This is an optimization exercise on Yosys and OpenROAD, whose aim is small area, a short achievable clock period and few clock cycles per item, not a production implementation.
In this exercise RTL edits were held to simulation tests only and were not proved equivalent to the original.
Power figures rest on the tool's default switching activity, not on a simulated workload.

### design/flow/config.mk
export PLATFORM = sky130hd
export DESIGN_NAME = disp_text_buffer
export DESIGN_NICKNAME = disp_text_buffer
export VERILOG_FILES = /design/flow/design.v
export SDC_FILE = /design/flow/constraint.sdc
export NUM_CORES = 4
export LEC_CHECK = 0
export CAP_MARGIN = 20
export CORE_MARGIN = 2
export CORE_UTILIZATION = 40
export SLEW_MARGIN = 20
### design/flow/constraint.sdc
create_clock -name core_clock -period 5.0 [get_ports {clk}]
set_input_delay 1.0000 -clock core_clock [delete_from_list [all_inputs] [get_ports {clk}]]
set_output_delay 1.0000 -clock core_clock [all_outputs]
set_load 0.01 [all_outputs]
### design/flow/design.v
package disp_pkg;
    localparam int SEG_W     = 7;
    localparam int NUM_CHARS = 64;
    localparam int MAX_VIS   = 9;
    localparam logic [7:0] KEY_BS  = 8'h08;
    localparam logic [7:0] KEY_ESC = 8'h1B;
    localparam logic [SEG_W-1:0] SEG_DASH  = 7'h40;
    localparam logic [SEG_W-1:0] SEG_BLANK = 7'h00;
    typedef enum logic [1:0] {
        IDLE  = 2'd0,
        LOAD  = 2'd1,
        APPLY = 2'd2
    } state_t;
    typedef enum logic [1:0] {
        CMD_NONE  = 2'd0,
        CMD_PRINT = 2'd1,
        CMD_BS    = 2'd2,
        CMD_ESC   = 2'd3
    } cmd_t;
endpackage
import disp_pkg::*;
module seg_encode (
    input  logic [7:0]       ascii,
    output logic [SEG_W-1:0] bitmap
);
    always_comb begin
        bitmap = SEG_DASH;
        case (ascii)
            8'h20: bitmap = SEG_BLANK;
            8'h30: bitmap = 7'h3F;
            8'h31: bitmap = 7'h06;
            8'h32: bitmap = 7'h5B;
            8'h33: bitmap = 7'h4F;
            8'h34: bitmap = 7'h66;
            8'h35: bitmap = 7'h6D;
            8'h36: bitmap = 7'h7D;
            8'h37: bitmap = 7'h07;
            8'h38: bitmap = 7'h7F;
            8'h39: bitmap = 7'h6F;
            8'h41, 8'h61: bitmap = 7'h77;
            8'h42, 8'h62: bitmap = 7'h7C;
            8'h43, 8'h63: bitmap = 7'h39;
            8'h44, 8'h64: bitmap = 7'h5E;
            8'h45, 8'h65: bitmap = 7'h79;
            8'h46, 8'h66: bitmap = 7'h71;
            default: bitmap = SEG_DASH;
        endcase
    end
endmodule
import disp_pkg::*;
module disp_text_buffer #(
    parameter int CLK_HZ    = 8,
    parameter int SCROLL_HZ = 1,
    parameter int NUM_CHARS = 64
) (
    input  logic                   clk,
    input  logic                   rst,
    input  logic                   key_valid,
    output logic                   key_ready,
    input  logic [7:0]             key_code,
    output logic [7*NUM_CHARS-1:0] num,
    output logic [5:0]             offset,
    output logic [6:0]             count,
    output logic                   full
);
    function automatic logic [1:0] classify(input logic [7:0] code);
        if (code >= 8'h20 && code <= 8'h7E) begin
            classify = CMD_PRINT;
        end else if (code == KEY_BS) begin
            classify = CMD_BS;
        end else if (code == KEY_ESC) begin
            classify = CMD_ESC;
        end else begin
            classify = CMD_NONE;
        end
    endfunction
    localparam int NUM_W = SEG_W * NUM_CHARS;
    localparam int DIV   = CLK_HZ / SCROLL_HZ;
    localparam int DIV_W = (DIV > 1) ? $clog2(DIV) : 1;
    disp_pkg::state_t state_q, state_d;
    logic [7:0]         code_q;
    logic [SEG_W-1:0]   bmp_q;
    logic [SEG_W-1:0]   bmp_enc;
    logic [1:0]         cmd_q;
    logic [NUM_W-1:0]   num_q, num_d;
    logic [6:0]         count_q, count_d;
    logic               full_q;
    logic [DIV_W-1:0]   div_q;
    logic               tick;
    logic [3:0]         pos_q, pos_d;
    logic [3:0]         vis;
    logic [5:0]         offset_q;
    logic               count_chg;
    seg_encode u_seg_encode (
        .ascii  (code_q),
        .bitmap (bmp_enc)
    );
    always_comb begin
        state_d   = state_q;
        key_ready = 1'b0;
        case (state_q)
            IDLE: begin
                key_ready = 1'b1;
                if (key_valid) begin
                    state_d = LOAD;
                end
            end
            LOAD:    state_d = APPLY;
            APPLY:   state_d = IDLE;
            default: state_d = IDLE;
        endcase
    end
    always_comb begin
        num_d   = num_q;
        count_d = count_q;
        if (state_q == APPLY) begin
            case (cmd_q)
                CMD_PRINT: begin
                    num_d = {num_q[NUM_W-SEG_W-1:0], bmp_q};
                    if (count_q < 7'(NUM_CHARS)) begin
                        count_d = count_q + 7'd1;
                    end
                end
                CMD_BS: begin
                    if (count_q != 7'd0) begin
                        num_d   = {{SEG_W{1'b0}}, num_q[NUM_W-1:SEG_W]};
                        count_d = count_q - 7'd1;
                    end
                end
                CMD_ESC: begin
                    num_d   = '0;
                    count_d = 7'd0;
                end
                default: begin
                end
            endcase
        end
    end
    assign count_chg = (count_d != count_q);
    assign tick      = (div_q == DIV_W'(DIV - 1));
    assign vis       = (count_q > 7'(MAX_VIS)) ? 4'(MAX_VIS) : count_q[3:0];
    always_comb begin
        pos_d = pos_q;
        if (count_chg) begin
            pos_d = 4'd0;
        end else if (count_q <= 7'd1) begin
            pos_d = 4'd0;
        end else if (tick) begin
            pos_d = (pos_q >= vis - 4'd1) ? 4'd0 : pos_q + 4'd1;
        end
    end
    always_ff @(posedge clk or posedge rst) begin
        if (rst) begin
            state_q  <= IDLE;
            code_q   <= 8'h00;
            bmp_q    <= SEG_BLANK;
            cmd_q    <= CMD_NONE;
            num_q    <= '0;
            count_q  <= 7'd0;
            full_q   <= 1'b0;
            div_q    <= '0;
            pos_q    <= 4'd0;
            offset_q <= 6'd0;
        end else begin
            state_q <= state_d;
            if (state_q == IDLE && key_valid) begin
                code_q <= key_code;
            end
            if (state_q == LOAD) begin
                bmp_q <= bmp_enc;
                cmd_q <= classify(code_q);
            end
            num_q    <= num_d;
            count_q  <= count_d;
            full_q   <= (count_d == 7'(NUM_CHARS));
            div_q    <= tick ? '0 : div_q + DIV_W'(1);
            pos_q    <= pos_d;
            offset_q <= 6'(pos_d) * 6'd7;
        end
    end
    assign num    = num_q;
    assign count  = count_q;
    assign full   = full_q;
    assign offset = offset_q;
endmodule
### design/flow/run.sh
#!/bin/bash
# synth_recipe.tcl (not shown) runs the flow's synth.tcl, then flattens the netlist and writes it again
# the make line also repeats each setting of config.mk as NAME=value (left out here)
make -C /OpenROAD-flow-scripts/flow DESIGN_CONFIG=/design/flow/config.mk WORK_HOME=/design/flow/orfs CLKGATE_MAP_FILE= SYNTH_SCRIPT=/design/flow/synth_recipe.tcl finish
==> impl_metrics.yaml <==
flow_run:
  cap_violations: 0
grt:
  grtUsageTotal_pct: 24.31
  grt_pass1_vias: 18410
  grt_pass1_wl_um: 111600
  gr-total-overflow: 0
  antenna_found_initial: 0
  grt_start_max_net_pins: 239
die:
  num_rows: 86
  coreArea_um2: 55310
  initial_core_util_pct: 40.63
  boundaryPins: 474
  die_w_um: 241.0
  fp.dieH_um: 241.0
  dieArea_um2: 58100
cts:
  insertion_delay_ns: 0.60
  clk_path_buf_depth: 3
  clkSlewWorstSetupHoldPaths_ns: 0.06
  post_cts_buffers: 0
  cts_hold_buf: 0
  h-tree-depth: 2
  tritoncts: "done"
  cts_resized: 0
  root_buffer: "clkbuf_16"
  cts.sinks: 487
  cts_buffers: 55
sta:
  fin_crit_sh_pct: 88.20
  rsz0062_at_grt: "no"
  finClkSkew_ns: 0.01788
  max_slew_margin_pct: 8.169
  max_freq_mhz: 226.8
  finalMaxSlewViolations: 0
  setup_viol: 0
  min_period_ns: 4.410
  worst_pin_slew_ns: 1.377
  hold_viol: 0
logic_synthesis:
  synth_edf_count: 0
  yosys-top-cells-area: "dfrtp_1, a22oi_1, nand2_1, o21ai_1, o21ai_0"
  syn_inst: 2320
  syn_avg_cell_area_um2: 9.687
  yosysTopAreaCell: "dfrtp_1"
  yosys.area.top_type_share_pct: 54.23
  synth-main-ff-cell: "dfrtp_1"
  yosysWarningCount: 2
  synth_seq_area_share_pct: 54.23
  async_reset_ff_share_pct: 100.0
  synth.distinct_cells: 67
  synth_seq_cells: 487
  synth_area_um2: 22470
  syn_nets: 2351
cells_and_area:
  fin_nets: 2692
  finalInstanceArea_um2: 29080
  syn_to_final_growth_pct: 29.39
  final_common_cell: "dfrtp_1"
  final_util_pct: 52.58
  final_cell_mix: "dfrtp_1, nand2_1, clkdlybuf4s50_1, a22oi_1, o21ai_1"
  multi_input_area_um2: 8954
  seq_area_um2: 12190
  layout.cells.non_filler: 3447
  drive_above_1_share_pct: 4.854
  n_antenna_cell: 0
  nFillCells: 5022
placement:
  dpl_cell_area_um2: 27310
  dp_hpwl_um: 48690
  placed_cells: 3352
  port_buffers: 473
  gp_congestion: 0.8257
routing:
  postRouteAntennaNets: 0
  wl_um: 72430
  wl_per_cell_um: 21.01
  viasPerCell: 5.598
  drc: 0
  drt-pass1-iter-count: 8
  drt_iter0_drc: 1841
  vias: 19300
power_and_ir_drop:
  power_density_nw_per_um2: 344.1
  power.leakage_nw: 11.03
  ir_worst_vdd_mv: 0.2236
worst_setup_path:
  cp_max_fo: 11
  crit_start: "count_q[1]"
  critPathKind: "flop to flop"
  crit_path_start_kind: "flop"
  critPathCaptureType: "flop"
  cp.required_ns: 5.52
  arrival_ns: 4.93
  r2r-end: "offset_q[5]"
  timing.rr.start: "count_q[1]"
  cp-endpoint: "offset_q[5]"
  rrSetupSlack_ns: 0.59
  reg2reg_depth: 19
hold_path:
  hp-class: "flop to flop"
outcome:
  status: "complete, no violations"
-- cell type report --
| cell class | instances | share of cell area, % |
|---|---|---|
| multi-input combinational | 1590 | 30.79 |
| clock inverter | 11 | 0.5206 |
| inverter | 21 | 0.3098 |
| tap | 748 | 3.218 |
| clock buffer | 84 | 5.559 |
| timing repair buffer | 506 | 17.69 |
| sequential | 487 | 41.91 |
-- registers in the layout, indices dropped and copies added, names as in the netlist --
| signal | count |
|---|---|
| code_q | 8 |
| offset_q | 6 |
| count_q | 7 |
| full_q | 1 |
| num_q | 448 |
| div_q | 3 |
| cmd_q | 2 |
| bmp_q | 7 |
| state_q | 2 |
| pos_q | 3 |
-- worst min-delay path by stage --
stage               startpoint  endpoint  slack [ns]  cells past startpoint
global route          div_q[0]  div_q[0]        0.46                      1
detailed placement    div_q[0]  div_q[0]        0.43                      1
CTS                   div_q[0]  div_q[0]        0.44                      1
finish                div_q[0]  div_q[0]        0.43                      1
floorplan             div_q[0]  div_q[0]        0.40                      1
global placement      div_q[0]  div_q[0]        0.41                      1
-- Yosys cell counts, drive strengths merged, types with 2 or more instances --
| cell | number |
|---|---|
| or4 | 3 |
| or3 | 3 |
| a31oi | 6 |
| o311a | 2 |
| nor2b | 6 |
| a211o | 2 |
| nand2 | 486 |
| dfrtp | 487 |
| clkbuf | 134 |
| nand2b | 10 |
| a32o | 2 |
| nand3 | 8 |
| o2111ai | 3 |
| nand3b | 3 |
| nor3 | 10 |
| nor2 | 28 |
| ha | 16 |
| and3 | 2 |
| mux2 | 6 |
| fa | 4 |
| xnor2 | 3 |
| buf | 88 |
| nor4 | 3 |
| a22oi | 442 |
| o211ai | 3 |
| xor2 | 2 |
| inv | 20 |
| o221ai | 4 |
| nand4 | 9 |
| and2 | 6 |
| o21ai | 474 |
| mux2i | 2 |
| nor3b | 2 |
| a21oi | 15 |
| a32oi | 3 |
-- where the power goes --
part           switching [mW]  total, mW  internal (mW)
combinational           0.971       1.61          0.641
clock                    1.62       3.99           2.36
sequential              0.276       4.41           4.13
total                    2.87       10.0           7.14
-- per-stage QoR --
| step | setup WS (ns) | hold WS, ns | power, mW | setup TNS, ns |
|---|---|---|---|---|
| finish | 0.5899 | 0.4338 | 10.01 | 0 |
| global route | 0.3189 | 0.4585 | 10.52 | 0 |
| CTS | 0.5954 | 0.4390 | 10.14 | 0 |
| detailed placement | 0.6092 | 0.4267 | 6.098 | 0 |
| global placement | 0.6285 | 0.4131 | 6.078 | 0 |
| floorplan | -2.603 | 0.4031 | 5.523 | -1267.49 |
-- metal layers --
metal	vias up	share of wire [%]	global-route usage [%]
met3	97	8.6	7.881
met1	9525	43	32.71
li1	9102	-	-
met4	0	2.5	6.865
met5	-	0	0
met2	574	46	37.60
-- cell families (layout without fill, tap and decap cells) --
family / Yosys count / count (layout) / synth area share, %
fa+ha+maj: 20 / 20 / 1.247
compound gates: 971 / 971 / 27.18
flops: 487 / 487 / 54.23
simple gates: 586 / 586 / 10.76
mux: 8 / 8 / 0.3897
buf+inv: 243 / 622 / 6.002
xor+xnor: 5 / 5 / 0.1949
-- worst max-delay path, stage by stage, from the launching register on --
cell      delay, ns
dfrtp_1        0.54
inv_1          0.17
ha_1           0.21
o21bai_1       0.19
a21oi_1        0.12
and2_1         0.23
ha_1           0.19
xor2_1         0.16
ha_1           0.27
nor3_1         0.18
a211o_1        0.20
nand2_1        0.07
o311a_1        0.35
nand2b_1       0.21
fa_1           0.51
ha_1           0.30
a21oi_1        0.14
nor2_1         0.05
nor2_1         0.12
xnor2_1        0.13
Testbench counts, summed over its fixed seeds: cycles 48,000, items 16,000.

==> afterwards: timing with drivers on the ports <==
No port has a modelled driver above. Below, the same layout with a new extraction and two added sets of constraints. Step 1 sets driving cells, clkbuf_16 on the clock port and buf_2 on the other inputs (assumed; they add their load-dependent delay and slew). Step 2 moves the port delays by t, midway between the first and last clock arrival at a register: inputs arrive t later, outputs are due t later. That takes back most of the time a late clock gives input paths. Three values: ideal ports, drivers, drivers and shift; two values: the first two.
t (ns): 0.649
slack for setup (ns): 0.590 / 0.590 / 0.590
hold WS [ns]: 0.434 / 0.434 / 0.434
worst setup path at the end: register to register
pins driven straight from the clock port: 1
After both steps setup and hold are still met in this run. The setup slack of this run moves by 0.000 ns with the drivers and by 0.000 ns with both steps.
